Background: an optimization exercise with open tools, aiming at small area, a short achievable clock period and few clock cycles per item. Do not read the settings as production practice.
Where RTL was checked, it was by simulation tests only, not by an equivalence proof against the original.
The RTL of runs 1 to 5 was laid out without a check of its function.
Power figures rest on the tool's default switching activity, not on a simulated workload.

===== flow/config.mk =====
export PLATFORM = sky130hd
export DESIGN_NAME = point_in_polygon_crossing_unit
export DESIGN_NICKNAME = point_in_polygon_crossing_unit
export VERILOG_FILES = /design/flow/design.v
export SDC_FILE = /design/flow/constraint.sdc
export NUM_CORES = 4
export LEC_CHECK = 0
export CAP_MARGIN = 20
export CORE_MARGIN = 2
export CORE_UTILIZATION = 40
export SETUP_SLACK_MARGIN = 5
export SLEW_MARGIN = 20

===== flow/constraint.sdc =====
create_clock -name core_clock -period 10.0 [get_ports {clk_i}]
set_input_delay 2.0000 -clock core_clock [delete_from_list [all_inputs] [get_ports {clk_i}]]
set_output_delay 2.0000 -clock core_clock [all_outputs]
set_load 0.01 [all_outputs]

===== flow/design.v =====
package pipcu_pkg;
  localparam int unsigned COORD_BITS_DEFAULT = 32;
  localparam int unsigned QUEUE_DEPTH = 3;
  typedef struct packed {
    logic full;
    logic empty;
  } fifo_stat_t;
endpackage
module pipcu_front #(
  parameter int unsigned CoordBits = 32
) (
  input  logic signed [CoordBits-1:0] point_x_i,
  input  logic signed [CoordBits-1:0] point_y_i,
  input  logic signed [CoordBits-1:0] start_x_i,
  input  logic signed [CoordBits-1:0] start_y_i,
  input  logic signed [CoordBits-1:0] end_x_i,
  input  logic signed [CoordBits-1:0] end_y_i,
  output logic signed [CoordBits:0]   dif_a_o,   
  output logic signed [CoordBits:0]   dif_b_o,   
  output logic signed [CoordBits:0]   dif_c_o,   
  output logic signed [CoordBits:0]   dif_d_o,   
  output logic                        px_lt_ex_o,
  output logic                        px_eq_ex_o,
  output logic                        ey_lt_py_o,
  output logic                        ey_eq_py_o
);
  assign dif_a_o = {point_x_i[CoordBits-1], point_x_i} - {start_x_i[CoordBits-1], start_x_i};
  assign dif_b_o = {point_y_i[CoordBits-1], point_y_i} - {start_y_i[CoordBits-1], start_y_i};
  assign dif_c_o = {end_x_i[CoordBits-1], end_x_i} - {start_x_i[CoordBits-1], start_x_i};
  assign dif_d_o = {end_y_i[CoordBits-1], end_y_i} - {start_y_i[CoordBits-1], start_y_i};
  assign px_lt_ex_o = (point_x_i < end_x_i);
  assign px_eq_ex_o = (point_x_i == end_x_i);
  assign ey_lt_py_o = (end_y_i < point_y_i);
  assign ey_eq_py_o = (end_y_i == point_y_i);
endmodule
module pipcu_fifo #(
  parameter int unsigned Depth = 3
) (
  input  logic                  clk_i,
  input  logic                  rst_ni,
  input  logic                  push_i,
  input  logic                  data_i,
  input  logic                  pop_i,
  output logic                  data_o,
  output logic [$clog2(Depth+1)-1:0] count_o,
  output pipcu_pkg::fifo_stat_t stat_o
);
  localparam int unsigned PtrW = (Depth > 1) ? $clog2(Depth) : 1;
  localparam int unsigned CntW = $clog2(Depth + 1);
  logic [Depth-1:0] mem_q;
  logic [PtrW-1:0]  wr_ptr_q;
  logic [PtrW-1:0]  rd_ptr_q;
  logic [CntW-1:0]  count_q;
  logic             pop_fire;
  assign stat_o.full  = (count_q == CntW'(Depth));
  assign stat_o.empty = (count_q == '0);
  assign count_o      = count_q;
  assign pop_fire     = pop_i && !stat_o.empty;
  assign data_o       = mem_q[rd_ptr_q];
  always_ff @(posedge clk_i or negedge rst_ni) begin
    if (!rst_ni) begin
      wr_ptr_q <= '0;
      rd_ptr_q <= '0;
      count_q  <= '0;
    end else begin
      if (push_i) begin
        wr_ptr_q <= (wr_ptr_q == PtrW'(Depth - 1)) ? '0 : wr_ptr_q + 1'b1;
      end
      if (pop_fire) begin
        rd_ptr_q <= (rd_ptr_q == PtrW'(Depth - 1)) ? '0 : rd_ptr_q + 1'b1;
      end
      if (push_i && !pop_fire) begin
        count_q <= count_q + 1'b1;
      end else if (pop_fire && !push_i) begin
        count_q <= count_q - 1'b1;
      end
    end
  end
  always_ff @(posedge clk_i) begin
    if (push_i) begin
      mem_q[wr_ptr_q] <= data_i;
    end
  end
endmodule
module pipcu_back #(
  parameter int unsigned CoordBits = 32
) (
  input  logic                        clk_i,
  input  logic                        rst_ni,
  input  logic                        edge_valid_i,
  input  logic                        edge_last_i,
  input  logic signed [CoordBits:0]   dif_a_i,
  input  logic signed [CoordBits:0]   dif_b_i,
  input  logic signed [CoordBits:0]   dif_c_i,
  input  logic signed [CoordBits:0]   dif_d_i,
  input  logic                        px_lt_ex_i,
  input  logic                        px_eq_ex_i,
  input  logic                        ey_lt_py_i,
  input  logic                        ey_eq_py_i,
  output logic                        busy_o,    
  output logic                        res_push_o,
  output logic                        res_bit_o
);
  localparam int unsigned W  = CoordBits + 1;    
  localparam int unsigned TW = W + 1;            
  logic                 valid_q;
  logic                 last_q;
  logic                 first_q;
  logic [6:0]           cnt_q;
  logic signed [W-1:0]  r1_q, r2_q, c_q, d_q;
  logic                 px_lt_ex_q, px_eq_ex_q, ey_lt_py_q, ey_eq_py_q;
  logic                 parity_q;
  logic signed [TW-1:0] t1, t2;
  logic                 aneg, bneg, cneg, dneg;
  logic                 t1z, t2z, az, bz, cz;
  logic                 q1, q2;
  logic                 straddle;
  logic                 a_ge_c;
  logic                 decided;
  logic                 tog;
  logic                 load;
  logic                 retire;
  function automatic logic [1:0] cmp_gt_eq(logic [TW-1:0] x, logic [TW-1:0] y);
    logic [63:0] g, e;
    g = '0;
    e = '1;
    for (int i = 0; i < TW; i++) begin
      if (i == TW - 1) begin
        g[i] = !x[i] && y[i];
      end else begin
        g[i] = x[i] && !y[i];
      end
      e[i] = (x[i] == y[i]);
    end
    for (int l = 0; l < 6; l++) begin
      for (int i = 0; i < (32 >> l); i++) begin
        g[i] = g[2*i+1] | (e[2*i+1] & g[2*i]);
        e[i] = e[2*i+1] & e[2*i];
      end
    end
    cmp_gt_eq = {g[0], e[0]};
  endfunction
  assign aneg = r1_q[W-1];
  assign bneg = r2_q[W-1];
  assign cneg = c_q[W-1];
  assign dneg = d_q[W-1];
  assign az   = (r1_q == '0);
  assign bz   = (r2_q == '0);
  assign cz   = (c_q == '0);
  assign t1  = {r1_q, 1'b0} - TW'(c_q);
  assign t2  = {r2_q, 1'b0} - TW'(d_q);
  logic       t1gt, t2gt;
  logic [1:0] cmp1, cmp2;
  assign cmp1 = cmp_gt_eq({r1_q, 1'b0}, TW'(c_q));
  assign cmp2 = cmp_gt_eq({r2_q, 1'b0}, TW'(d_q));
  assign t1gt = cmp1[1];
  assign t1z  = cmp1[0];
  assign t2gt = cmp2[1];
  assign t2z  = cmp2[0];
  assign q1 = cneg ? !t1gt : (t1gt | t1z);
  assign q2 = dneg ? !t2gt : (t2gt | t2z);
  assign straddle = (bneg | bz) == ey_lt_py_q;
  assign a_ge_c   = cneg ? (px_lt_ex_q | px_eq_ex_q) : !px_lt_ex_q;
  always_comb begin
    decided = 1'b1;
    tog     = 1'b0;
    if (first_q && !straddle) begin
      tog = 1'b0;
    end else if (first_q && cz) begin
      tog = aneg;                              
    end else if (first_q && az) begin
      tog = !bz && !cneg;                      
    end else if (first_q && (aneg != cneg)) begin
      tog = !cneg;                             
    end else if (first_q && a_ge_c) begin
      tog = !(ey_eq_py_q && px_eq_ex_q) && cneg;   
    end else if (first_q && ey_eq_py_q) begin
      tog = !cneg;                             
    end else if (first_q && bz) begin
      tog = cneg;                              
    end else if (q1 != q2) begin
      tog = q1 ^ !cneg;
    end else if (q1 && t1z && t2z) begin
      tog = 1'b0;                              
    end else if (q1 && t1z) begin
      tog = !cneg;                             
    end else if (q1 && t2z) begin
      tog = cneg;                              
    end else if (cnt_q[6]) begin
      tog = 1'b0;                              
    end else begin
      decided = 1'b0;
    end
  end
  assign retire = valid_q && decided;
  assign load   = !valid_q || decided;
  assign busy_o = valid_q && !decided;
  always_ff @(posedge clk_i or negedge rst_ni) begin
    if (!rst_ni) begin
      valid_q  <= 1'b0;
      parity_q <= 1'b0;
    end else begin
      if (load) begin
        valid_q <= edge_valid_i;
      end
      if (retire) begin
        parity_q <= last_q ? 1'b0 : (parity_q ^ tog);
      end
    end
  end
  always_ff @(posedge clk_i) begin
    if (load) begin
      last_q     <= edge_last_i;
      first_q    <= 1'b1;
      cnt_q      <= '0;
      r1_q       <= dif_a_i;
      r2_q       <= dif_b_i;
      c_q        <= dif_c_i;
      d_q        <= dif_d_i;
      px_lt_ex_q <= px_lt_ex_i;
      px_eq_ex_q <= px_eq_ex_i;
      ey_lt_py_q <= ey_lt_py_i;
      ey_eq_py_q <= ey_eq_py_i;
    end else begin
      first_q    <= 1'b0;
      cnt_q      <= cnt_q + 1'b1;
      r1_q       <= q1 ? W'(t1) : {r1_q[W-2:0], 1'b0};
      r2_q       <= q2 ? W'(t2) : {r2_q[W-2:0], 1'b0};
    end
  end
  assign res_push_o = retire && last_q;
  assign res_bit_o  = parity_q ^ tog;
endmodule
module point_in_polygon_crossing_unit #(
  parameter int unsigned CoordBits = pipcu_pkg::COORD_BITS_DEFAULT
) (
  input  logic                        clk_i,
  input  logic                        rst_ni,
  input  logic                        push,
  output logic                        full,
  input  logic signed [CoordBits-1:0] point_x_i,
  input  logic signed [CoordBits-1:0] point_y_i,
  input  logic signed [CoordBits-1:0] start_x_i,
  input  logic signed [CoordBits-1:0] start_y_i,
  input  logic signed [CoordBits-1:0] end_x_i,
  input  logic signed [CoordBits-1:0] end_y_i,
  input  logic                        last_edge_i,
  output logic                        empty,
  input  logic                        pop,
  output logic                        inside_res_o
);
  localparam int unsigned ResDepth = pipcu_pkg::QUEUE_DEPTH;
  localparam int unsigned CntW     = $clog2(ResDepth + 1);
  logic signed [CoordBits:0] dif_a, dif_b, dif_c, dif_d;
  logic                      px_lt_ex, px_eq_ex, ey_lt_py, ey_eq_py;
  logic                      busy;
  logic                      res_room;
  logic                      res_push;
  logic                      res_bit;
  logic [CntW-1:0]           res_count;
  pipcu_pkg::fifo_stat_t     res_stat;
  pipcu_front #(
    .CoordBits (CoordBits)
  ) u_front (
    .point_x_i (point_x_i),
    .point_y_i (point_y_i),
    .start_x_i (start_x_i),
    .start_y_i (start_y_i),
    .end_x_i   (end_x_i),
    .end_y_i   (end_y_i),
    .dif_a_o   (dif_a),
    .dif_b_o   (dif_b),
    .dif_c_o   (dif_c),
    .dif_d_o   (dif_d),
    .px_lt_ex_o (px_lt_ex),
    .px_eq_ex_o (px_eq_ex),
    .ey_lt_py_o (ey_lt_py),
    .ey_eq_py_o (ey_eq_py)
  );
  assign res_room = (res_count <= CntW'(ResDepth - 2));
  assign full     = busy || !res_room;
  pipcu_back #(
    .CoordBits (CoordBits)
  ) u_back (
    .clk_i        (clk_i),
    .rst_ni       (rst_ni),
    .edge_valid_i (push && res_room),
    .edge_last_i  (last_edge_i),
    .dif_a_i      (dif_a),
    .dif_b_i      (dif_b),
    .dif_c_i      (dif_c),
    .dif_d_i      (dif_d),
    .px_lt_ex_i   (px_lt_ex),
    .px_eq_ex_i   (px_eq_ex),
    .ey_lt_py_i   (ey_lt_py),
    .ey_eq_py_i   (ey_eq_py),
    .busy_o       (busy),
    .res_push_o   (res_push),
    .res_bit_o    (res_bit)
  );
  pipcu_fifo #(
    .Depth (ResDepth)
  ) u_res_queue (
    .clk_i   (clk_i),
    .rst_ni  (rst_ni),
    .push_i  (res_push),
    .data_i  (res_bit),
    .pop_i   (pop),
    .data_o  (inside_res_o),
    .count_o (res_count),
    .stat_o  (res_stat)
  );
  assign empty = res_stat.empty;
endmodule

===== flow/run.sh =====
#!/bin/bash
# synth_recipe.tcl (not shown) runs the flow's synth.tcl, then flattens the netlist and writes it again
# the make line also repeats each setting of config.mk as NAME=value (left out here)
make -C /OpenROAD-flow-scripts/flow DESIGN_CONFIG=/design/flow/config.mk WORK_HOME=/design/flow/orfs CLKGATE_MAP_FILE= SYNTH_SCRIPT=/design/flow/synth_recipe.tcl finish

==> results of run 1 <==
==> metrics by stage <==
step | cells | area [sq um] | setup slack, ns
final | 3058 | 21800 | 4.45
after global placement | 3001 | 20600 | 4.17
after CTS | 3048 | 21500 | 4.36
after global routing | 3058 | 21800 | 4.27
after floorplan | 2245 | 18000 | 4.66
after detailed placement | 3001 | 20600 | 4.05
==> power by group through the flow <==
stage	sequential, mW	clock, mW	combinational (mW)
floorplan	1.01	0	2.14
detailed placement	1.08	0	2.77
CTS	1.06	0.636	2.89
finish	1.07	0.623	2.95
global placement	1.08	0	2.76
global route	1.09	0.664	3.29
==> cell type report <==
type | count | share of cell area, %
clock buffer | 19 | 1.98
clock inverter | 12 | 0.533
multi-input combinational | 1784 | 61.4
inverter | 264 | 4.58
sequential | 156 | 17.9
timing repair inverter | 1 | 0.0287
tap | 592 | 3.39
timing repair buffer | 230 | 10.2
==> metal layers <==
layer  part of all wire [%]  vias to the layer above
met1                     49                     7972
met5                      0                        -
met4                    1.5                        0
met3                    4.0                       51
li1                       -                     8576
met2                     46                      325
==> sequential cells by signal, indices dropped and copies added (netlist names), 2 cells and up <==
register / cells
u_back.cnt_q: 7
u_res_queue.wr_ptr_q: 2
u_res_queue.count_q: 2
u_back.d_q: 33
u_res_queue.mem_q: 3
u_back.r2_q: 33
u_res_queue.rd_ptr_q: 2
u_back.c_q: 33
u_back.r1_q: 33
==> worst max path at each step <==
stage / from / endpoint / slack [ns]
5_1_grt: u_back.r2_q[0] / full / 4.27
3_5_place_dp: start_x_i[1] / u_back.r1_q[31] / 4.05
2_1_floorplan: u_back.c_q[17] / full / 4.66
4_1_cts: u_back.c_q[26] / full / 4.36
3_3_place_gp: start_x_i[1] / u_back.r1_q[31] / 4.17
6_report: u_back.r2_q[0] / full / 4.45
==> cell usage after synthesis (all sizes together), types with 17 or more instances <==
cell / instances / share of area [%]
a211oi: 26 / 1.1
edfxtp: 74 / 12
nand3: 53 / 1.5
ha: 267 / 19
buf: 17 / 0.56
a21o: 87 / 3.6
xor2: 56 / 2.7
nor2b: 33 / 1.1
nor3: 45 / 1.3
nand2b: 49 / 1.7
nand4: 37 / 1.3
nor2: 145 / 3.0
nand2: 153 / 3.2
mux2i: 34 / 1.9
o21ai: 155 / 4.3
o21a: 45 / 1.9
inv: 264 / 5.5
clkbuf: 24 / 0.50
xnor2: 100 / 4.9
dfxtp: 74 / 8.3
a21oi: 188 / 5.2
o21bai: 20 / 0.84
nor4: 31 / 1.1
==> cell families after synthesis <==
logic type	Yosys count	synth area share (%)
compound gates	698	25.5
xor+xnor	156	7.61
fa+ha+maj	273	19.3
buf+inv	305	6.59
flops	156	21.7
mux	40	2.27
simple gates	617	17.0
==> worst register-to-register path, stage by stage (launching register included) <==
cell      delay, ns
dfxtp_1        0.34
nor4_1         0.55
nand4_1        0.33
o21ai_0        0.28
xor2_1         0.12
a211oi_1       0.52
nor4bb_4       0.45
o21ai_4        0.11
a21boi_4       0.21
buf_4          0.14
buf_4          0.12
buf_4          0.39
buf_6          0.54
or3_1          0.29
o21ai_0        0.08
==> layout by cell type, fill, tap and decap left out, types with 8 or more instances in the layout <==
cell type and n:
a211o_1 11, a211oi_1 21, a21boi_0 8, a21o_1 87, a21oi_1 180, a31o_2 8, a31oi_1 10, and2_1 9
and3_1 11, buf_4 30, clkbuf_16 17, clkdlybuf4s50_1 195, dfrtp_1 8, dfxtp_1 74, edfxtp_1 74, ha_1 257
inv_1 260, mux2i_1 33, nand2_1 151, nand2b_1 49, nand3_1 52, nand4_1 37, nor2_1 144, nor2b_1 32
nor3_1 44, nor4_1 30, o211ai_1 14, o21a_1 45, o21ai_0 144, o21bai_1 20, o31ai_1 12, or3_1 13
xnor2_1 100, xor2_1 56
==> timing repair <==
item	4_1_cts	5_1_grt
hold buffers	0	0
pin swaps	22	37
endpoints found under the setup margin	20	24
buffers inserted	15	10
resized for setup	57	47
gates cloned	1	0
endpoints found under the hold margin	0	0
==> metrics.cfg, run 1 <==
[status]
status=finished clean

[layout]
seq_area_sq_um=3900
multiInputGateArea_sq_um=13400
diodes=0
final_nets=2924
fill_cells=4257
final_util_pct=49.4
drive_above_1_share_pct=6.65
syn_to_final_growth_pct=21.6

[hold_path]
hold_end=u_back.cnt_q[0]
holdPathStages=1
min_path_type=reg2reg
min-delay-start=u_back.cnt_q[0]

[power]
p_int_mw=2.54
vdd_ir_drop_max_uv=142
total_power_mw=4.64
switching_share_pct=45.2
seqPwrFrac_pct=23.0
power_density_nw_per_um2=212
p_sw_mw=2.10
p_leak_nw=9.90
power_frac_clock_pct=13.4
p_comb_share_pct=63.6

[placement]
port_buffers=199
dpl.hpwl_um=41600
gp_congestion=0.873

[route]
drt-initial-drc-count=1043
drt-total-wl_um=51600
dr.pass1.iters=5
vias=16900
postRouteAntennaNets=0
routed_via_density=5.53
drc=0
wire_per_inst_um=16.9

[logic_synthesis]
syn_area_sq_um=18000
syn_area_per_cell_sq_um=8.00
synth.distinct_cells=85
synth_seq_cells=156
yosysSeqAreaShare_pct=21.7
yosys_most_used_dff=edfxtp_1
synth_fp_nets=2715
syn_inst=2245
synth-edff-count=74
synth-async-reset-ratio_pct=5.13
ys.warnings.count=2

[critical_path]
rr_endpoint=u_back.r1_q[3]
rr_worst_depth=14
crit_arrival_ns=3.55
cp_max_fo=4
cp.depth=11
worstPathCellList=nor4_1 > nand4_1 > o21ai_0 > xor2_1 > a211oi_1 > nor4bb_4 > o21ai_4 > a21boi_4 > inv_8 > nand2_4 > buf_6
r2r_slack_ns=5.37
path_delay_family=simple AND/OR/NAND/NOR gates
cp_num_buf_inv=2
r2r_start=u_back.r2_q[0]
path_class=reg2out
cp_slowest_cell=nor4_1
setup.worst_path.end_class=output port
cp_slowest_stage_delay_ns=0.55
worstPathRequired_ns=8.00
startpoint_type=flip-flop

[global_routing]
use_met2_pct=36.2
grt_pass1_vias=16500
gr-usage-met3_pct=2.88
grt_pass1_wl_um=83500
grt_usage_pct=21.9
grt_max_degree=78
top_usage_layer=met2
use_met1_pct=30.3
grt-ovfl-total=0
antenna_found_initial=0

[sta]
fin_crit_sh_pct=55.5
setup_tns_ns=0
max_slew_margin_pct=36.9
rsz0062_at_grt=true
fin_hold_ws_ns=0.451
worst_pin_slew_ns=0.947
min_period_ns=5.55
hold_viol_final=0
drv_slew=0
setup_viol=0
max_freq_mhz=180
final.setup_skew_ns=0.0144

[clock_tree]
clk_pin_slew_ns=0.07
root_buffer=clkbuf_16
htreeDepth=4
cts_made_buffers=17
cts_sinks=156
clock_latency_ns=0.44
cts_buffer_depth=2
cts_tree=built

[floorplan]
start_util_pct=40.6
pin_count=200
core_area_sq_um=44200
dieArea_sq_um=46600
row_count=77
dieWidth_um=216
die_h_um=216

[flow_run]
maxCapViolCount=0

==> run 2, diff against run 1 <==
--- a/flow/design.v
+++ b/flow/design.v
@@ -23,5 +23,8 @@
   output logic                        px_eq_ex_o,
   output logic                        ey_lt_py_o,
-  output logic                        ey_eq_py_o
+  output logic                        ey_eq_py_o,
+  output logic                        a_zero_o,   
+  output logic                        b_zero_o,   
+  output logic                        c_zero_o    
 );
   assign dif_a_o = {point_x_i[CoordBits-1], point_x_i} - {start_x_i[CoordBits-1], start_x_i};
@@ -33,4 +36,7 @@
   assign ey_lt_py_o = (end_y_i < point_y_i);
   assign ey_eq_py_o = (end_y_i == point_y_i);
+  assign a_zero_o   = (point_x_i == start_x_i);
+  assign b_zero_o   = (point_y_i == start_y_i);
+  assign c_zero_o   = (end_x_i == start_x_i);
 endmodule
 module pipcu_fifo #(
@@ -98,4 +104,7 @@
   input  logic                        ey_lt_py_i,
   input  logic                        ey_eq_py_i,
+  input  logic                        a_zero_i,
+  input  logic                        b_zero_i,
+  input  logic                        c_zero_i,
   output logic                        busy_o,    
   output logic                        res_push_o,
@@ -145,7 +154,8 @@
   assign cneg = c_q[W-1];
   assign dneg = d_q[W-1];
-  assign az   = (r1_q == '0);
-  assign bz   = (r2_q == '0);
-  assign cz   = (c_q == '0);
+  logic                 az_q, bz_q, cz_q;
+  assign az   = az_q;
+  assign bz   = bz_q;
+  assign cz   = cz_q;
   assign t1  = {r1_q, 1'b0} - TW'(c_q);
   assign t2  = {r2_q, 1'b0} - TW'(d_q);
@@ -222,4 +232,7 @@
       ey_lt_py_q <= ey_lt_py_i;
       ey_eq_py_q <= ey_eq_py_i;
+      az_q       <= a_zero_i;
+      bz_q       <= b_zero_i;
+      cz_q       <= c_zero_i;
     end else begin
       first_q    <= 1'b0;
@@ -254,4 +267,5 @@
   logic signed [CoordBits:0] dif_a, dif_b, dif_c, dif_d;
   logic                      px_lt_ex, px_eq_ex, ey_lt_py, ey_eq_py;
+  logic                      a_zero, b_zero, c_zero;
   logic                      busy;
   logic                      res_room;
@@ -276,5 +290,8 @@
     .px_eq_ex_o (px_eq_ex),
     .ey_lt_py_o (ey_lt_py),
-    .ey_eq_py_o (ey_eq_py)
+    .ey_eq_py_o (ey_eq_py),
+    .a_zero_o   (a_zero),
+    .b_zero_o   (b_zero),
+    .c_zero_o   (c_zero)
   );
   assign res_room = (res_count <= CntW'(ResDepth - 2));
@@ -295,4 +312,7 @@
     .ey_lt_py_i   (ey_lt_py),
     .ey_eq_py_i   (ey_eq_py),
+    .a_zero_i     (a_zero),
+    .b_zero_i     (b_zero),
+    .c_zero_i     (c_zero),
     .busy_o       (busy),
     .res_push_o   (res_push),
==> metrics.cfg, run 2 <==
[layout]
fill_cells=4304
multiInputGateArea_sq_um=13300
diodes=0
final_cell_area_sq_um=22100
final_cell_mix=inv_1, ha_1, clkdlybuf4s50_1
final_nets=2921
seq_area_sq_um=3990
layout_commonest_cell=inv_1
syn_to_final_growth_pct=24.9
drive_above_1_share_pct=8.40

[global_routing]
top_usage_layer=met2
gr-usage-met3_pct=2.54
grt_max_degree=81
grt-ovfl-total=0
use_met2_pct=36.2
antenna_found_initial=2
grt_usage_pct=22.0
grt_pass1_wl_um=83100
grt_pass1_vias=16200
use_met1_pct=30.9

[sta]
fin_crit_sh_pct=55.5
max_freq_mhz=180
setup_tns_ns=0
max_slew_margin_pct=22.7
setup_viol=0
min_period_ns=5.55
hold_viol_final=0
final.setup_skew_ns=0.0141
rsz0062_at_grt=true
drv_slew=0
worst_pin_slew_ns=1.15

[logic_synthesis]
synth_seq_cells=159
yosys-top-cells-area=ha_1, edfxtp_1, dfxtp_1
syn_inst=2225
synth_fp_nets=2695
syn_area_per_cell_sq_um=7.96
synth-async-reset-ratio_pct=5.03
synth_top_cell_by_area=ha_1
synth_xor_area_share_pct=8.16
yosysMostFrequentCell=ha_1
synthMuxAreaShare_pct=1.78
ys_top_cells_by_count=ha_1, inv_1, a21oi_1, nor2_1, nand2_1
ys.warnings.count=2
synth_compound_area_share_pct=24.3
synth-edff-count=77
synth_top_family_by_area=compound AO/OA/AOI/OAI gates
yosys_most_used_dff=edfxtp_1
syn_area_sq_um=17700
synth.distinct_cells=81
synth_top_area_share_pct=18.9
yosys.area_share.simple_pct=16.9
synth_fa_ha_area_share_pct=19.5
yosysSeqAreaShare_pct=22.5

[power]
seqPwrFrac_pct=20.3
power_frac_clock_pct=13.2
p_sw_mw=2.45
power_density_nw_per_um2=245
vdd_ir_drop_max_uv=192
p_int_mw=2.97
p_comb_share_pct=66.5
p_leak_nw=10.0
switching_share_pct=45.3

[floorplan]
dieWidth_um=214
die_h_um=214
row_count=77
start_util_pct=40.3
dieArea_sq_um=46000
core_area_sq_um=43900
pin_count=200

[route]
drt-initial-drc-count=1015
drc=0
dr.pass1.iters=5
wire_per_inst_um=17.1
postRouteAntennaNets=0
routed_via_density=5.54
drt-total-wl_um=52100
vias=16900

[placement]
gp_congestion=0.894
placed_cell_area_sq_um=20400
port_buffers=199
dpl.hpwl_um=41200

[critical_path]
path_class=reg2out
cp_max_fo=7
worstPathRequired_ns=8.00
startpoint_type=flip-flop
setup.worst_path.end_class=output port
crit_arrival_ns=3.55

[clock_tree]
htreeDepth=4
cts_sinks=159
hold_buffers=0
cts_tree=built
cts_buffer_depth=2
root_buffer=clkbuf_16
clock_latency_ns=0.44
cts_made_buffers=17
clk_pin_slew_ns=0.06

[status]
status=finished clean

[flow_run]
maxCapViolCount=0

[hold_path]
min_path_type=reg2reg

[run 2: changes by cell type after synthesis, moves of 8 or more]
cell and change:
nand3_1 -10, o21ai_0 -33, xnor2_1 +10, a21oi_1 +14, a31oi_1 +23, nor4_1 -21
nor2_1 +23, o21ai_1 +10, o21bai_1 +8
[run 2: final timing paths]
kind,from,endpoint,slack [ns],depth (start not counted)
max in group asynchronous,rst_ni,u_res_queue.count_q[1],7.88,1
hold / removal,u_back.cnt_q[0],u_back.cnt_q[0],0.44,1
hold reg to reg,u_back.cnt_q[0],u_back.cnt_q[0],0.44,1
min in group asynchronous,rst_ni,u_res_queue.wr_ptr_q[0],1.85,1
setup reg to reg,u_back.d_q[5],u_back.r2_q[30],5.44,17
setup / recovery,u_back.d_q[5],full,4.45,15
[run 2: metrics by stage]
step | power, mW | utilization, % | setup WS (ns) | hold WS [ns] | std cells
6_report | 5.42 | 50.4 | 4.45 | 0.443 | 3056
5_1_grt | 5.89 | 50.4 | 4.27 | 0.476 | 3056
4_1_cts | 5.25 | 49.1 | 4.35 | 0.445 | 3043
3_5_place_dp | 4.35 | 46.3 | 3.29 | 0.435 | 2984
3_3_place_gp | 4.33 | 46.3 | 3.41 | 0.426 | 2984
2_1_floorplan | 3.58 | - | 5.00 | 0.413 | 2225
[run 2: per-layer routing]
layer	vias to the layer above	wire, um
li1	8441	-
met1	8042	25300
met2	408	23700
met3	43	2340
met4	0	798
met5	-	0
[run 2: cell type report]
type	count	share of cell area [%]
multi-input cells	1760	60.1
flip-flops and latches	159	18.0
repair buffers	247	10.9
inverters	265	4.61
well taps	592	3.35
clock buffers	22	2.15
clock inverters	10	0.718
repair inverters	1	0.0735
[run 2: repair_timing]
item,in CTS,in global routing
buffers inserted,24,13
gates cloned,3,0
pin swaps,33,51
gates resized for setup,88,82
endpoints found under the setup margin,34,29
[run 2: power groups by stage]
stage	Combinational [mW]	Clock, mW	Sequential, mW
3_3_place_gp	3.24	0	1.09
4_1_cts	3.43	0.723	1.09
5_1_grt	4.01	0.751	1.13
3_5_place_dp	3.25	0	1.10
6_report	3.61	0.714	1.10
2_1_floorplan	2.53	0	1.06
[run 2: critical path, stage by stage, from the launching register on]
cell and delay, ns:
edfxtp_1 0.39, inv_1 0.12, ha_4 0.24, a211oi_2 0.21, o211ai_1 0.14, a311oi_2 0.34, o21ai_2 0.10, o22ai_4 0.16
mux2i_4 0.28, nand2b_1 0.09, or4_4 0.51, a31oi_4 0.19, buf_12 0.16, clkinv_16 0.05, nand2_4 0.05, buf_6 0.09
[run 2: kinds of logic after synthesis]
| family | after synthesis |
|---|---|
| simple gates | 618 |
| compound gates | 673 |
| xor+xnor | 165 |
| mux | 31 |
| fa+ha+maj | 273 |
| flops | 159 |
| buf+inv | 306 |
==> run 3, diff against run 2 <==
--- a/flow/config.mk
+++ b/flow/config.mk
@@ -8,5 +8,6 @@
 export CAP_MARGIN = 20
 export CORE_MARGIN = 2
-export CORE_UTILIZATION = 40
+export CORE_UTILIZATION = 65
+export PLACE_DENSITY = 0.75
 export SETUP_SLACK_MARGIN = 5
 export SLEW_MARGIN = 20
==> metrics.cfg, run 3 <==
[clock_tree]
clk_pin_slew_ns=0.07
hold_buffers=0
htreeDepth=4
cts_sinks=159
cts_tree=built
cts_buffer_depth=2
clock_latency_ns=0.44
root_buffer=clkbuf_16
cts_made_buffers=17

[floorplan]
dieArea_sq_um=28600
dieWidth_um=169
core_area_sq_um=26900
start_util_pct=65.9
die_h_um=169
pin_count=200
row_count=60

[logic_synthesis]
syn_inst=2225
syn_area_per_cell_sq_um=7.96
yosysMostFrequentCell=ha_1
ys_top_cells_by_count=ha_1, inv_1, a21oi_1, nor2_1, nand2_1
synth.distinct_cells=81
synth_fp_nets=2695
synth_top_cell_by_area=ha_1
yosysSeqAreaShare_pct=22.5
yosys-top-cells-area=ha_1, edfxtp_1, dfxtp_1
synth-edff-count=77
ys.warnings.count=2
syn_area_sq_um=17700
synth_seq_cells=159
synth-async-reset-ratio_pct=5.03
synth_top_area_share_pct=18.9
yosys_most_used_dff=edfxtp_1

[critical_path]
cp_max_fo=7
worstPathRequired_ns=8.00
crit_arrival_ns=3.59
cp_slowest_cell=or4_4
cp_num_buf_inv=3
setup.worst_path.end_class=output port
cp_slowest_stage_delay_ns=0.51
startpoint_type=flip-flop
worstPathCellList=inv_2 > ha_4 > a21o_1 > a31o_1 > a311oi_2 > o21ai_2 > o22ai_4 > mux2i_4 > nand2b_1 > or4_4 > a31oi_4 > clkinv_8 > nand2_4 > buf_6
path_delay_family=compound AO/OA/AOI/OAI gates
path_class=reg2out

[global_routing]
grt_usage_pct=33.7
grt-ovfl-total=0
grt_pass1_vias=16600
antenna_found_initial=1
grt_max_degree=89
grt_pass1_wl_um=78900

[power]
total_power_mw=5.39
p_leak_nw=9.97
vdd_ir_drop_max_uv=158
power_density_nw_per_um2=250

[hold_path]
min_path_type=reg2reg

[layout]
syn_to_final_growth_pct=21.8
final_cell_area_sq_um=21600
final_nets=2919
diodes=0
final_cell_mix=inv_1, ha_1, a21oi_1, clkdlybuf4s50_1, nor2_1
fill_cells=1890
layout_commonest_cell=inv_1
seq_area_sq_um=3990
drive_above_1_share_pct=7.84
multiInputGateArea_sq_um=13200
final_util_pct=80.3

[route]
drc=0
drt-total-wl_um=49600
drt-initial-drc-count=1768
wire_per_inst_um=17.7
postRouteAntennaNets=0
routed_via_density=6.19
dr.pass1.iters=8
vias=17400

[sta]
setup_tns_ns=0
setup_viol=0
fin_crit_sh_pct=55.9
min_period_ns=5.59
rsz0062_at_grt=true
max_freq_mhz=179
max_slew_margin_pct=29.0
final.setup_skew_ns=0.0136
hold_viol_final=0
drv_slew=0
worst_pin_slew_ns=1.06

[placement]
placed_cell_area_sq_um=20000
dpl.hpwl_um=37600
gp_congestion=0.942
port_buffers=199

[flow_run]
maxCapViolCount=0

[status]
status=finished clean

==> run 3: worst reg2reg max path: cells and delay by family (launching register included) <==
kind,cells,cell delay [ns]
mux,2,0.52
fa+ha+maj,1,0.22
simple gates,2,0.61
compound gates,7,1.52
buf+inv,4,1.30
flops,1,0.41
==> run 3: cell families (layout without fill, tap and decap cells) <==
logic type,count (synthesis),after routing,share of synthesized area [%]
AO/OA/AOI/OAI,673,674,24.3
AND/OR/NAND/NOR,618,618,16.9
buffers and inverters,306,542,6.75
adder cells (fa/ha/maj),273,273,19.5
XOR/XNOR,165,165,8.16
flip-flops,159,159,22.5
multiplexers,31,31,1.78
==> run 3: worst paths after layout <==
kind / start / endpoint / slack, ns / cells past startpoint
max reg2reg: u_back.d_q[11] / u_back.r1_q[32] / 5.29 / 16
min in group asynchronous: rst_ni / u_res_queue.rd_ptr_q[1] / 1.85 / 1
max: u_back.d_q[11] / full / 4.41 / 14
max in group asynchronous: rst_ni / u_res_queue.count_q[1] / 7.87 / 1
min: u_back.cnt_q[0] / u_back.cnt_q[0] / 0.44 / 1
min reg2reg: u_back.cnt_q[0] / u_back.cnt_q[0] / 0.44 / 1
==> run 3: metal layers <==
metal | GRT usage (%) | vias up | wire (um)
li1 | - | 8448 | -
met1 | 45.0 | 8110 | 21600
met2 | 57.8 | 703 | 23500
met3 | 3.51 | 91 | 3400
met4 | 10.2 | 0 | 1090
met5 | 0 | - | 0
==> run 3: power by group <==
part | internal (mW) | switching, mW | leakage, nW | total [mW]
registers | 0.962 | 0.145 | 1.54 | 1.11
clock network | 0.408 | 0.275 | 0.301 | 0.683
logic | 1.52 | 2.07 | 8.13 | 3.60
total | 2.89 | 2.49 | 9.97 | 5.39
==> run 3: area by class of cell <==
cell class | instances | area share (%)
clock buffer | 20 | 2.12
clock inverter | 12 | 0.725
inverter | 265 | 4.67
multi-input combinational | 1761 | 61.1
sequential | 159 | 18.5
tap | 341 | 1.98
timing repair buffer | 244 | 10.8
timing repair inverter | 1 | 0.0406
==> run 3: through the flow <==
| step | std cells | setup slack [ns] | hold slack, ns |
|---|---|---|---|
| after floorplan | 2225 | 5.00 | 0.413 |
| after global placement | 2731 | 2.92 | 0.425 |
| after detailed placement | 2731 | 2.83 | 0.435 |
| after CTS | 2792 | 4.47 | 0.445 |
| after global routing | 2803 | 4.30 | 0.475 |
| final | 2803 | 4.41 | 0.440 |
==> run 3: what timing repair did <==
item,in CTS,in global routing
endpoints found under the setup margin,83,30
cloned,2,0
resized for setup,88,56
setup buffers,27,11
pin swaps,37,30
==> run 4, diff against run 3 <==
--- a/flow/design.v
+++ b/flow/design.v
@@ -130,13 +130,16 @@
   logic                 load;
   logic                 retire;
-  function automatic logic [1:0] cmp_gt_eq(logic [TW-1:0] x, logic [TW-1:0] y);
+  function automatic logic [1:0] cmp_ge_eq(logic [TW-1:0] x, logic [TW-1:0] y, logic s);
     logic [63:0] g, e;
+    logic [TW-1:0] xs, ys;
+    xs = x ^ {TW{s}};
+    ys = y ^ {TW{s}};
     g = '0;
     e = '1;
     for (int i = 0; i < TW; i++) begin
       if (i == TW - 1) begin
-        g[i] = !x[i] && y[i];
+        g[i] = !xs[i] && ys[i];
       end else begin
-        g[i] = x[i] && !y[i];
+        g[i] = xs[i] && !ys[i];
       end
       e[i] = (x[i] == y[i]);
@@ -148,5 +151,5 @@
       end
     end
-    cmp_gt_eq = {g[0], e[0]};
+    cmp_ge_eq = {g[0] | e[0], e[0]};
   endfunction
   assign aneg = r1_q[W-1];
@@ -160,14 +163,11 @@
   assign t1  = {r1_q, 1'b0} - TW'(c_q);
   assign t2  = {r2_q, 1'b0} - TW'(d_q);
-  logic       t1gt, t2gt;
   logic [1:0] cmp1, cmp2;
-  assign cmp1 = cmp_gt_eq({r1_q, 1'b0}, TW'(c_q));
-  assign cmp2 = cmp_gt_eq({r2_q, 1'b0}, TW'(d_q));
-  assign t1gt = cmp1[1];
+  assign cmp1 = cmp_ge_eq({r1_q, 1'b0}, TW'(c_q), cneg);
+  assign cmp2 = cmp_ge_eq({r2_q, 1'b0}, TW'(d_q), dneg);
+  assign q1   = cmp1[1];
   assign t1z  = cmp1[0];
-  assign t2gt = cmp2[1];
+  assign q2   = cmp2[1];
   assign t2z  = cmp2[0];
-  assign q1 = cneg ? !t1gt : (t1gt | t1z);
-  assign q2 = dneg ? !t2gt : (t2gt | t2z);
   assign straddle = (bneg | bz) == ey_lt_py_q;
   assign a_ge_c   = cneg ? (px_lt_ex_q | px_eq_ex_q) : !px_lt_ex_q;
--- a/flow/config.mk
+++ b/flow/config.mk
@@ -8,6 +8,5 @@
 export CAP_MARGIN = 20
 export CORE_MARGIN = 2
-export CORE_UTILIZATION = 65
-export PLACE_DENSITY = 0.75
+export CORE_UTILIZATION = 40
 export SETUP_SLACK_MARGIN = 5
 export SLEW_MARGIN = 20
==> metrics.cfg, run 4 <==
[logic_synthesis]
yosys-top-cells-area=ha_1, edfxtp_1, dfxtp_1
yosys_most_used_dff=edfxtp_1
synth_top_area_share_pct=17.5
synth_top_family_by_area=compound AO/OA/AOI/OAI gates
synth-async-reset-ratio_pct=5.03
synth-edff-count=77
synth_fa_ha_area_share_pct=18.2
synth_top_cell_by_area=ha_1
synth.distinct_cells=83
ys_top_cells_by_count=ha_1, inv_1, a21oi_1, nor2_1, nand2_1
synth_seq_cells=159
syn_inst=2378
synth_compound_area_share_pct=26.0
yosys.area_share.simple_pct=18.4
syn_area_sq_um=18600
yosysSeqAreaShare_pct=21.4
syn_area_per_cell_sq_um=7.84
synthMuxAreaShare_pct=1.24
synth_fp_nets=2842
ys.warnings.count=2
synth_xor_area_share_pct=8.32
yosysMostFrequentCell=ha_1

[sta]
rsz0062_at_grt=true
worst_pin_slew_ns=0.912
min_period_ns=5.31
max_slew_margin_pct=39.2
hold_viol_final=0
drv_slew=0
final.setup_skew_ns=0.0125
setup_tns_ns=0
fin_crit_sh_pct=53.1
max_freq_mhz=188
setup_viol=0
fin_hold_ws_ns=0.442

[layout]
final_cell_area_sq_um=22600
final_nets=3048
syn_to_final_growth_pct=21.4
fill_cells=4562
final_cell_mix=inv_1, ha_1, a21oi_1
drive_above_1_share_pct=7.20
multiInputGateArea_sq_um=14000
seq_area_sq_um=3990
diodes=0

[critical_path]
cp_max_fo=2
crit_arrival_ns=3.31
cp_slowest_stage_delay_ns=0.50
setup.worst_path.end_class=output port
path_class=reg2out
cp_slowest_cell=or4_4
worstPathRequired_ns=8.00
startpoint_type=flip-flop
worstPathCellList=inv_2 > ha_4 > nand4_4 > or3_4 > buf_4 > or4_4 > o31ai_4 > nor3_4 > o2bb2ai_4 > xnor2_4 > nor2_4 > inv_12 > nand2_4 > buf_6

[route]
drt-initial-drc-count=1249
drc=0
postRouteAntennaNets=0
drt-total-wl_um=56300
wire_per_inst_um=17.6
dr.pass1.iters=6
vias=18000
routed_via_density=5.61

[placement]
dpl.hpwl_um=44600
port_buffers=199
placed_cell_area_sq_um=21300
gp_congestion=0.926

[floorplan]
dieWidth_um=220
core_area_sq_um=46300
start_util_pct=40.3
dieArea_sq_um=48300
die_h_um=220
pin_count=200
row_count=79

[global_routing]
grt_usage_pct=23.2
antenna_found_initial=0
grt_max_degree=69
grt_pass1_wl_um=90300
grt_pass1_vias=17500
grt-ovfl-total=0

[clock_tree]
cts_buffer_depth=2
clock_latency_ns=0.44
root_buffer=clkbuf_16
hold_buffers=0
cts_sinks=159
htreeDepth=4
clk_pin_slew_ns=0.07
cts_tree=built
cts_made_buffers=17

[power]
total_power_mw=5.82
vdd_ir_drop_max_uv=188
power_density_nw_per_um2=257
p_leak_nw=10.2

[flow_run]
maxCapViolCount=0

[hold_path]
min_path_type=reg2reg

[status]
status=finished clean

[run 4: cell types whose count changed after synthesis, moves of 11 or more]
| cell | delta |
|---|---|
| nor2b_1 | +12 |
| nand3_1 | +22 |
| nor2_1 | +14 |
| clkbuf_1 | +27 |
| mux2i_1 | -14 |
| inv_1 | -14 |
| a21o_1 | +11 |
| a21oi_1 | +37 |
| xor2_1 | +15 |
| o21ai_0 | +24 |
[run 4: metal layers]
metal / vias to the layer above / global-route usage, % / routed length (um) / share of wire [%]
li1: 9032 / - / - / -
met1: 8534 / 32.5 / 27500 / 49
met2: 361 / 38.6 / 25900 / 46
met3: 48 / 2.24 / 2100 / 3.7
met4: 0 / 4.85 / 823 / 1.5
met5: - / 0 / 0 / 0
[run 4: report_power, final]
part	switching, mW	internal (mW)	leakage, nW
logic	2.27	1.67	8.44
registers	0.239	0.976	1.54
clock network	0.277	0.387	0.273
[run 4: cells by family after synthesis]
family          count (synthesis)
flops                         159
simple gates                  692
compound gates                750
xor+xnor                      175
buf+inv                       313
fa+ha+maj                     267
mux                            22
[run 4: path summary, 6_finish.rpt]
kind,from,end,slack (ns),depth (start not counted)
worst max-delay path,u_back.c_q[31],full,4.69,14
worst min-delay path,u_back.cnt_q[0],u_back.cnt_q[0],0.44,1
worst max register to register,u_back.c_q[31],u_back.r2_q[31],5.20,18
worst min register to register,u_back.cnt_q[0],u_back.cnt_q[0],0.44,1
max in group asynchronous,rst_ni,u_back.valid_q,7.85,1
min in group asynchronous,rst_ni,u_res_queue.count_q[1],1.86,1
[run 4: cell type report]
type / count / share of cell area, %
Multi-Input combinational cell: 1906 / 61.7
Sequential cell: 159 / 17.6
Timing Repair Buffer: 246 / 10.4
Inverter: 252 / 4.23
Tap cell: 607 / 3.36
Clock buffer: 23 / 2.11
Clock inverter: 9 / 0.475
Timing Repair inverter: 2 / 0.0774
[run 4: through the flow]
step	setup slack, ns	cells	utilization (%)
after floorplan	4.97	2378	-
after global placement	3.89	3131	46.0
after detailed placement	3.87	3131	46.0
after CTS	4.74	3195	48.4
after global routing	4.57	3204	48.9
final	4.69	3204	48.9
[run 4: critical path, delay by kind of cell, from the launching register on]
family	cells	cell delay, ns
AND/OR/NAND/NOR	6	1.24
AO/OA/AOI/OAI	2	0.42
flip-flops	1	0.40
buffers and inverters	4	0.36
adder cells (fa/ha/maj)	1	0.29
XOR/XNOR	1	0.15
[run 4: timing repair]
action / in CTS / in global routing
pin swaps: 28 / 29
cloned: 2 / 0
setup endpoints to repair: 33 / 26
buffers inserted: 30 / 9
hold endpoints to repair: 0 / 0
gates resized for setup: 71 / 46
==> run 5, diff against run 4 <==
==> flow/flow/run.sh (new file) <==
#!/bin/bash
set -euo pipefail
MARGIN=$(cat flow/margin.txt)
bash standard.sh SETUP_SLACK_MARGIN=$MARGIN finish > standard_flow.log 2>&1
==> flow/flow/margin.txt (new file) <==
6.5
==> flow/standard.sh (new file) <==
#!/bin/bash
# synth_recipe.tcl (not shown) runs the flow's synth.tcl, then flattens the netlist and writes it again
# the make line also repeats each setting of config.mk as NAME=value (left out here)
make -C /OpenROAD-flow-scripts/flow DESIGN_CONFIG=/design/flow/config.mk WORK_HOME=/design/flow/orfs CLKGATE_MAP_FILE= SYNTH_SCRIPT=/design/flow/synth_recipe.tcl "${@:-finish}"
--- a/flow/config.mk
+++ b/flow/config.mk
@@ -9,4 +9,3 @@
 export CORE_MARGIN = 2
 export CORE_UTILIZATION = 40
-export SETUP_SLACK_MARGIN = 5
 export SLEW_MARGIN = 20
removed: flow/run.sh
==> metrics.cfg, run 5 <==
[floorplan]
start_util_pct=40.3
dieWidth_um=220
pin_count=200
dieArea_sq_um=48300
core_area_sq_um=46300
die_h_um=220
row_count=79

[logic_synthesis]
synth_compound_area_share_pct=26.0
synth_fa_ha_area_share_pct=18.2
yosysMostFrequentCell=ha_1
yosys-top-cells-area=ha_1, edfxtp_1, dfxtp_1
syn_area_per_cell_sq_um=7.84
synthMuxAreaShare_pct=1.24
syn_area_sq_um=18600
synth-edff-count=77
synth_top_cell_by_area=ha_1
yosys_most_used_dff=edfxtp_1
synth_top_area_share_pct=17.5
yosysSeqAreaShare_pct=21.4
synth.distinct_cells=83
synth_seq_cells=159
yosys.area_share.simple_pct=18.4
syn_inst=2378
synth_top_family_by_area=compound AO/OA/AOI/OAI gates
synth-async-reset-ratio_pct=5.03
ys_top_cells_by_count=ha_1, inv_1, a21oi_1, nor2_1, nand2_1
synth_fp_nets=2842
synth_xor_area_share_pct=8.32
ys.warnings.count=2

[clock_tree]
cts_sinks=159
cts_made_buffers=17
htreeDepth=4
hold_buffers=0
clock_latency_ns=0.44
root_buffer=clkbuf_16
clk_pin_slew_ns=0.07
cts_buffer_depth=2
cts_tree=built

[critical_path]
cp_max_fo=9
crit_arrival_ns=3.08
path_class=reg2out
r2r_slack_ns=5.96
setup.worst_path.end_class=output port
r2r_start=u_back.d_q[6]
rr_worst_depth=13
rr_endpoint=u_back.r2_q[31]
worstPathRequired_ns=8.00
startpoint_type=flip-flop

[placement]
place_inst=3129
port_buffers=199
gp_congestion=0.914
dpl.hpwl_um=45300

[global_routing]
grt_max_degree=67
antenna_found_initial=1
grt-ovfl-total=0
grt_usage_pct=26.5
grt_pass1_vias=19600
grt_pass1_wl_um=102000

[sta]
min_period_ns=5.08
drv_slew=0
worst_pin_slew_ns=0.682
max_freq_mhz=197
max_slew_margin_pct=54.6
hold_viol_final=0
final.setup_skew_ns=0.0129
fin_crit_sh_pct=50.8
rsz0062_at_grt=true
setup_viol=0
setup_tns_ns=0

[power]
seqPwrFrac_pct=18.4
switching_share_pct=47.3
p_sw_mw=3.12
p_int_mw=3.48
power_frac_clock_pct=10.0
p_leak_nw=12.7
p_comb_share_pct=71.6
vdd_ir_drop_max_uv=179
power_density_nw_per_um2=230
total_power_mw=6.60

[route]
drt-initial-drc-count=1424
drt-total-wl_um=66900
postRouteAntennaNets=0
routed_via_density=5.65
drc=0
vias=19800
dr.pass1.iters=5
wire_per_inst_um=19.0

[layout]
final_cell_mix=buf_4, inv_1, a21oi_1
final_nets=3359
multiInputGateArea_sq_um=17300
syn_to_final_growth_pct=53.7
layout_commonest_cell=buf_4
fin_cells=3515
fill_cells=3913
drive_above_1_share_pct=36.1
seq_area_sq_um=3990
diodes=0

[hold_path]
min-delay-start=u_back.cnt_q[0]
hold_end=u_back.cnt_q[0]
min_path_type=reg2reg
holdPathStages=1

[flow_run]
maxCapViolCount=0

[status]
status=finished clean

-- run 5: cell counts after synthesis --
No cell type changed its count.
-- run 5: final cells by class --
cell class                 instances  share of cell area [%]
timing repair buffer             558                    17.4
inverter                         252                    3.81
tap                              607                    2.65
clock inverter                    15                   0.507
sequential                       159                    13.9
clock buffer                      17                    1.48
multi-input combinational       1907                    60.2
-- run 5: kinds of logic (layout without fill, tap and decap cells) --
family                     Yosys count  after routing
and+or+nand+nor                    692            693
adders and majority gates          267            267
xor gates and xnor gates           175            175
muxes                               22             22
AOI/OAI and AO/OA                  750            750
buffers and inverters              313            842
DFF                                159            159
-- run 5: worst max-delay path: stages (launching register included) --
cell	delay (ns)
edfxtp_1	0.34
inv_1	0.08
ha_2	0.42
nand4_1	0.10
buf_4	0.17
or4_4	0.56
o31ai_4	0.23
nor3_4	0.07
o2bb2ai_4	0.17
xnor2_4	0.15
nor2_4	0.14
inv_4	0.06
nand2_4	0.06
buf_6	0.09
-- run 5: layer usage --
layer  routed length, um  global-route usage [%]  vias to the layer above
li1                    -                       -                     9658
met1               29800                    34.9                     9595
met2               32300                    45.5                      495
met3                3230                    3.48                       97
met4                1500                    6.96                        2
met5                   9                       0                        -
-- run 5: power groups by stage --
stage	registers, mW	logic, mW	clock network (mW)
2_1_floorplan	1.13	2.91	0
3_3_place_gp	1.21	3.71	0
3_5_place_dp	1.22	3.73	0
4_1_cts	1.20	4.43	0.665
5_1_grt	1.24	5.15	0.688
6_report	1.21	4.73	0.659
-- run 5: what timing repair did --
item | in CTS | in global routing
setup buffers | 280 | 69
pin swaps | 348 | 191
cloned | 5 | 0
gates resized for setup | 995 | 239
endpoints found under the setup margin | 223 | 213
-- run 5: worst max path at each step --
| stage | from | endpoint |
|---|---|---|
| finish | u_back.c_q[23] | full |
| CTS | u_back.c_q[30] | full |
| global placement | end_y_i[0] | u_back.d_q[32] |
| floorplan | u_back.c_q[30] | full |
| global route | u_back.c_q[30] | full |
| detailed placement | u_back.d_q[26] | full |
-- run 5: through the flow --
step           setup WS [ns]  cell area, sq um  hold slack (ns)  utilization, %
2_1_floorplan           4.97             19600            0.413               -
3_3_place_gp            4.23             22100            0.426            47.8
3_5_place_dp            4.16             22100            0.433            47.8
4_1_cts                 4.75             27500            0.447            59.4
5_1_grt                 4.79             28700            0.485            61.9
6_report                4.92             28700            0.445            61.9
==> run 6, diff against run 5 <==
--- a/flow/design.v
+++ b/flow/design.v
@@ -172,4 +172,6 @@
   assign straddle = (bneg | bz) == ey_lt_py_q;
   assign a_ge_c   = cneg ? (px_lt_ex_q | px_eq_ex_q) : !px_lt_ex_q;
+  logic flagdec;
+  assign flagdec = !straddle || cz || az || (aneg != cneg) || a_ge_c || ey_eq_py_q || bz;
   always_comb begin
     decided = 1'b1;
@@ -205,5 +207,7 @@
   assign retire = valid_q && decided;
   assign load   = !valid_q || decided;
-  assign busy_o = valid_q && !decided;
+  logic hold_open;
+  assign hold_open = valid_q && (first_q ? !flagdec : !cnt_q[6]);
+  assign busy_o    = hold_open && (q1 == q2);
   always_ff @(posedge clk_i or negedge rst_ni) begin
     if (!rst_ni) begin
@@ -302,5 +306,5 @@
     .clk_i        (clk_i),
     .rst_ni       (rst_ni),
-    .edge_valid_i (push && res_room),
+    .edge_valid_i (push && !full),
     .edge_last_i  (last_edge_i),
     .dif_a_i      (dif_a),
==> flow/run.sh (new file) <==
#!/bin/bash
# synth_recipe.tcl (not shown) runs the flow's synth.tcl, then flattens the netlist and writes it again
# the make line also repeats each setting of config.mk as NAME=value (left out here)
make -C /OpenROAD-flow-scripts/flow DESIGN_CONFIG=/design/flow/config.mk WORK_HOME=/design/flow/orfs CLKGATE_MAP_FILE= SYNTH_SCRIPT=/design/flow/synth_recipe.tcl finish
--- a/flow/config.mk
+++ b/flow/config.mk
@@ -9,3 +9,4 @@
 export CORE_MARGIN = 2
 export CORE_UTILIZATION = 40
+export SETUP_SLACK_MARGIN = 5
 export SLEW_MARGIN = 20
removed: flow/flow/run.sh
removed: flow/flow/margin.txt
removed: flow/standard.sh
==> metrics.cfg, run 6 <==
[status]
status=finished clean

[logic_synthesis]
synth_top_cell_by_area=ha_1
synth_fp_nets=2804
syn_inst=2340
synth_seq_cells=159
synth-edff-count=77
synth_top_area_share_pct=17.7
yosysMostFrequentCell=inv_1
syn_area_sq_um=18500
ys.warnings.count=2
synth.distinct_cells=82
yosysSeqAreaShare_pct=21.6
synth-async-reset-ratio_pct=5.03
syn_area_per_cell_sq_um=7.90
yosys-top-cells-area=ha_1, edfxtp_1, dfxtp_1
yosys_most_used_dff=edfxtp_1
ys_top_cells_by_count=inv_1, ha_1, a21oi_1, nor2_1, nand2_1

[critical_path]
critPathLaunch=u_back.c_q[29]
setup.worst_path.end_class=output port
crit_arrival_ns=3.11
cp_slowest_stage_delay_ns=0.36
worstPathCellList=inv_1 > ha_2 > a32o_1 > a22oi_1 > o221ai_1 > o21a_1 > a311o_1 > o21a_2 > xnor2_4 > o22ai_2 > buf_2
startpoint_type=flip-flop
r2r_start=u_back.c_q[14]
path_class=reg2out
cp_max_fo=9
worstPathRequired_ns=8.00
cp_slowest_cell=edfxtp_1

[route]
drt-total-wl_um=54900
wl_met3_um=2070
drt-initial-drc-count=1237
wl_met2_um=26000
vias=17700
dr.pass1.iters=5
top_layer=met4
drc=0
wire_per_inst_um=17.4
routed_via_density=5.60
postRouteAntennaNets=0
wl_met1_um=25800

[sta]
rsz0062_at_grt=true
setup_viol=0
fin_crit_sh_pct=51.1
min_period_ns=5.11
max_slew_margin_pct=44.2
setup_tns_ns=0
hold_viol_final=0
final.setup_skew_ns=0.0116
max_freq_mhz=196
worst_pin_slew_ns=0.836
drv_slew=0

[flow_run]
maxCapViolCount=0

[floorplan]
row_count=78
dieArea_sq_um=47900
die_h_um=219
dieWidth_um=219
pin_count=200
start_util_pct=40.6
core_area_sq_um=45500

[layout]
diodes=0
final_cell_mix=inv_1, a21oi_1, ha_1
drive_above_1_share_pct=8.13
final_util_pct=49.8
syn_to_final_growth_pct=22.6
final_nets=3011
layout_commonest_cell=inv_1
final_cell_area_sq_um=22700

[hold_path]
min-delay-start=u_back.cnt_q[0]
min_path_type=reg2reg

[clock_tree]
htreeDepth=4
cts_buffer_depth=2
root_buffer=clkbuf_16
clock_latency_ns=0.44
hold_buffers=0
cts_tree=built
cts_sinks=159
clk_pin_slew_ns=0.06
cts_made_buffers=17

[power]
p_int_mw=2.94
p_leak_nw=10.0
p_comb_share_pct=66.2
power_density_nw_per_um2=240
p_sw_mw=2.50
power_frac_clock_pct=12.7
vdd_ir_drop_max_uv=146
seqPwrFrac_pct=21.1
switching_share_pct=45.9
total_power_mw=5.44

[global_routing]
grt_usage_pct=22.4
grt_pass1_vias=17300
grt-ovfl-total=0
grt_pass1_wl_um=86900
antenna_found_initial=0
grt_max_degree=78

[placement]
port_buffers=199
placed_cell_area_sq_um=21000
dpl.hpwl_um=43600
gp_congestion=0.938

==> run 6: worst paths after layout <==
check,slack (ns),cells after the start,end
worst max register to register,5.34,15,u_back.r1_q[32]
worst min register to register,0.46,1,u_back.cnt_q[0]
min in group asynchronous,1.85,1,u_res_queue.rd_ptr_q[1]
worst min-delay path,0.46,1,u_back.cnt_q[0]
max in group asynchronous,7.88,1,u_res_queue.wr_ptr_q[1]
worst max-delay path,4.89,11,full
==> run 6: cell type report <==
type	instances	area, sq um
flip-flops and latches	159	3990
fillers	4415	22800
well taps	600	751
repair buffers	242	2320
inverters	266	1000
clock buffers	22	474
clock inverters	10	133
multi-input cells	1861	14000
==> run 6: kinds of logic after synthesis <==
kind of cell / after synthesis / synth area share (%)
fa+ha+maj: 267 / 18.3
simple gates: 624 / 16.5
compound gates: 756 / 26.3
buf+inv: 320 / 6.82
xor+xnor: 173 / 8.20
mux: 41 / 2.27
flops: 159 / 21.6
==> run 6: metal layers <==
layer	global-route usage, %	vias to the layer above
li1	-	8908
met1	30.1	8373
met2	37.8	348
met5	0	-
met3	2.62	55
met4	5.72	0
==> run 6: repair_timing <==
| item | CTS | global route |
|---|---|---|
| gates resized for setup | 62 | 86 |
| endpoints found under the setup margin | 80 | 81 |
| hold endpoints to repair | 0 | 0 |
| gates cloned | 0 | 0 |
| pin swaps | 24 | 48 |
| buffers inserted | 14 | 22 |
==> run 6: critical path: cells and delay by family, from the launching register on <==
family	cells	cell delay [ns]
AOI/OAI and AO/OA	7	1.51
xor gates and xnor gates	1	0.20
adders and majority gates	1	0.34
buffers and inverters	2	0.26
DFF	1	0.36
==> run 6: power groups by stage <==
stage	Combinational, mW	Clock, mW	Sequential, mW
floorplan	2.53	0	1.08
global placement	3.23	0	1.14
detailed placement	3.26	0	1.15
CTS	3.40	0.703	1.14
global route	3.99	0.732	1.18
finish	3.60	0.691	1.15
==> run 6: through the flow <==
step           hold slack (ns)  std cells  setup WS [ns]
2_1_floorplan            0.413       2340           5.30
3_3_place_gp             0.427       3092           4.18
3_5_place_dp             0.442       3092           4.13
4_1_cts                  0.452       3138           4.81
5_1_grt                  0.475       3160           4.80
6_report                 0.455       3160           4.89
Testbench counts of run 6, summed over its fixed seeds: cycles 20,842, items 16,856.
==> run 7, diff against run 6 <==
==> flow/flow/run.sh (new file) <==
#!/bin/bash
# The standard layout (standard synthesis, constraint.sdc and clock period unchanged), with
# the port buffers that global placement inserts made of the smallest plain buffer.
set -euo pipefail
bash standard.sh "BUFFER_PORTS_ARGS=-buffer_cell $(cat flow/port_buffer.txt)" finish > standard_flow.log 2>&1
==> flow/flow/port_buffer.txt (new file) <==
sky130_fd_sc_hd__buf_1
==> flow/standard.sh (new file) <==
#!/bin/bash
# synth_recipe.tcl (not shown) runs the flow's synth.tcl, then flattens the netlist and writes it again
# the make line also repeats each setting of config.mk as NAME=value (left out here)
make -C /OpenROAD-flow-scripts/flow DESIGN_CONFIG=/design/flow/config.mk WORK_HOME=/design/flow/orfs CLKGATE_MAP_FILE= SYNTH_SCRIPT=/design/flow/synth_recipe.tcl "${@:-finish}"
removed: flow/run.sh
==> metrics.cfg, run 7 <==
[logic_synthesis]
ys.warnings.count=2
syn_inst=2340
yosys-top-cells-area=ha_1, edfxtp_1, dfxtp_1
yosys_most_used_dff=edfxtp_1
synth_top_cell_by_area=ha_1
ys_top_cells_by_count=inv_1, ha_1, a21oi_1, nor2_1, nand2_1
synth-edff-count=77
synth_top_area_share_pct=17.7
synth-async-reset-ratio_pct=5.03
synth_fp_nets=2804
yosysMostFrequentCell=inv_1
syn_area_sq_um=18500
synth.distinct_cells=82
yosysSeqAreaShare_pct=21.6
syn_area_per_cell_sq_um=7.90
synth_seq_cells=159

[route]
wl_met2_um=25800
wl_met1_um=26000
top_layer=met4
drt-initial-drc-count=1254
postRouteAntennaNets=0
drc=0
vias=17700
drt-total-wl_um=54800
routed_via_density=5.61
wire_per_inst_um=17.3
dr.pass1.iters=6
wl_met3_um=2070

[sta]
fin_crit_sh_pct=51.2
drv_slew=0
min_period_ns=5.12
setup_viol=0
rsz0062_at_grt=true
timing.final.ws_setup_ns=4.88
final.setup_skew_ns=0.0120
worst_pin_slew_ns=0.871
hold_viol_final=0
setup_tns_ns=0
max_freq_mhz=195
max_slew_margin_pct=41.4

[floorplan]
die_h_um=219
core_area_sq_um=45500
start_util_pct=40.6
dieWidth_um=219
row_count=78
dieArea_sq_um=47900
pin_count=200

[critical_path]
worstPathRequired_ns=8.00
crit_arrival_ns=3.12
setup.worst_path.end_class=output port
path_class=reg2out
startpoint_type=flip-flop
cp_max_fo=11

[placement]
place_ws_ns=4.34
dpl.hpwl_um=43100
port_buffers=199
gp_congestion=0.891

[clock_tree]
cts_tree=built
hold_buffers=0
cts_buffer_depth=2
htreeDepth=4
cts_made_buffers=17
clk_pin_slew_ns=0.07
cts_sinks=159
root_buffer=clkbuf_16
clock_latency_ns=0.44

[power]
power_density_nw_per_um2=257
vdd_ir_drop_max_uv=165
p_leak_nw=9.40

[global_routing]
grt_pass1_wl_um=86000
grt_pass1_vias=17000
grt-ovfl-total=0
grt_usage_pct=22.3
grt_max_degree=72
antenna_found_initial=0

[layout]
diodes=0
final_cell_mix=inv_1, a21oi_1, ha_1
layout_commonest_cell=inv_1
final_nets=3013
syn_to_final_growth_pct=15.5
drive_above_1_share_pct=7.69

[flow_run]
maxCapViolCount=0

[hold_path]
min_path_type=reg2reg

[status]
status=finished clean

## run 7: cell counts after synthesis
No cell type changed its count.
## run 7: metal layers
layer  global-route usage, %  up-vias
met5                       0        -
met4                    5.52        0
met3                    2.23       49
met2                    37.5      387
met1                    30.6     8395
li1                        -     8901
## run 7: final timing paths
kind / to / cells past startpoint / slack [ns] / startpoint
hold / removal: u_back.cnt_q[0] / 1 / 0.45 / u_back.cnt_q[0]
min in group asynchronous: u_res_queue.count_q[0] / 1 / 1.51 / rst_ni
setup / recovery: full / 13 / 4.88 / u_back.c_q[17]
hold reg to reg: u_back.cnt_q[0] / 1 / 0.45 / u_back.cnt_q[0]
max in group asynchronous: u_back.valid_q / 1 / 8.16 / rst_ni
setup reg to reg: u_back.r1_q[26] / 16 / 5.46 / u_back.d_q[15]
## run 7: per-stage QoR
step           hold WS (ns)  std cells  instance area [sq um]  util, %  power (mW)
2_1_floorplan         0.413       2340                  18500        -        3.61
3_3_place_gp          0.429       3092                  19800     43.5        4.31
3_5_place_dp          0.436       3092                  19800     43.5        4.36
4_1_cts               0.452       3141                  20900     45.9        5.25
5_1_grt               0.506       3162                  21300     46.9        5.91
6_report              0.448       3162                  21300     46.9        5.48
## run 7: cell type report
cell class / count / area, sq um
timing repair buffer: 243 / 1110
multi-input combinational: 1862 / 13900
clock buffer: 23 / 468
inverter: 266 / 1000
tap: 600 / 751
fill: 4628 / 24100
clock inverter: 9 / 110
sequential: 159 / 3990
## run 7: cell families (layout without fill, tap and decap cells)
kind of cell | after synthesis | count (layout) | share of synthesized area (%)
buffers and inverters | 320 | 541 | 6.82
adder cells (fa/ha/maj) | 267 | 267 | 18.3
XOR/XNOR | 173 | 173 | 8.20
AND/OR/NAND/NOR | 624 | 624 | 16.5
AO/OA/AOI/OAI | 756 | 757 | 26.3
flip-flops | 159 | 159 | 21.6
multiplexers | 41 | 41 | 2.27
## run 7: worst max-delay path, stage by stage (launching register included)
cell	delay, ns
edfxtp_1	0.38
inv_2	0.10
ha_4	0.23
inv_2	0.07
o32ai_1	0.09
a31oi_1	0.25
o221ai_1	0.13
a21o_1	0.18
a311o_1	0.38
o21a_4	0.25
buf_12	0.15
xnor2_1	0.12
o22ai_1	0.16
buf_2	0.17
## run 7: where the power goes
part / switching, mW / leakage, nW / internal, mW / total [mW]
Sequential: 0.216 / 1.54 / 0.941 / 1.16
Combinational: 2.04 / 7.58 / 1.62 / 3.66
Clock: 0.280 / 0.282 / 0.382 / 0.662
Total: 2.54 / 9.40 / 2.94 / 5.48
## run 7: repair_timing
item / 4_1_cts / 5_1_grt
setup endpoints to repair: 70 / 14
setup buffers: 16 / 20
gates resized for setup: 64 / 61
cloned: 1 / 1
hold endpoints to repair: 0 / 0
pin swaps: 17 / 30

-- afterwards: timing with drivers on the ports --
The results above use ideal ports. As a check the final layouts listed here were re-extracted and re-timed, cells and wires unchanged. Step 1: set_driving_cell puts a clkbuf_16 on clk_i and a buf_2 on each other input, an assumption about the parent block. Step 2 also shifts input and output timing later by t, the mid clock arrival at the registers, as if the neighbouring blocks saw the same clock. Slacks: ideal ports / drivers / drivers and shift; pairs: ideal ports / drivers.
run | t (ns) | slack for setup (ns) | worst hold slack (ns) | clock arrival spread, ns | cell pins on the clock port's net
run 1 | 0.489 | 4.448 / 4.392 / 4.617 | 0.451 / 0.451 / 0.451 | 0.015 / 0.014 | 1
run 2 | 0.481 | 4.454 / 4.401 / 4.614 | 0.443 / 0.443 / 0.443 | 0.014 / 0.014 | 1
run 3 | 0.482 | 4.407 / 4.356 / 4.613 | 0.440 / 0.440 / 0.440 | 0.014 / 0.014 | 1
run 4 | 0.488 | 4.688 / 4.637 / 4.591 | 0.442 / 0.442 / 0.442 | 0.013 / 0.012 | 1
run 5 | 0.494 | 4.921 / 4.863 / 4.960 | 0.445 / 0.445 / 0.445 | 0.013 / 0.013 | 1
run 6 | 0.482 | 4.890 / 4.838 / 4.624 | 0.455 / 0.455 / 0.455 | 0.012 / 0.011 | 1
run 7 | 0.482 | 4.882 / 4.832 / 4.672 | 0.448 / 0.448 / 0.448 | 0.012 / 0.012 | 1
After both steps setup and hold are still met in every run listed. For run 6, which loses most, drivers alone change the setup slack by -0.052 ns; drivers and shift together by -0.266 ns.
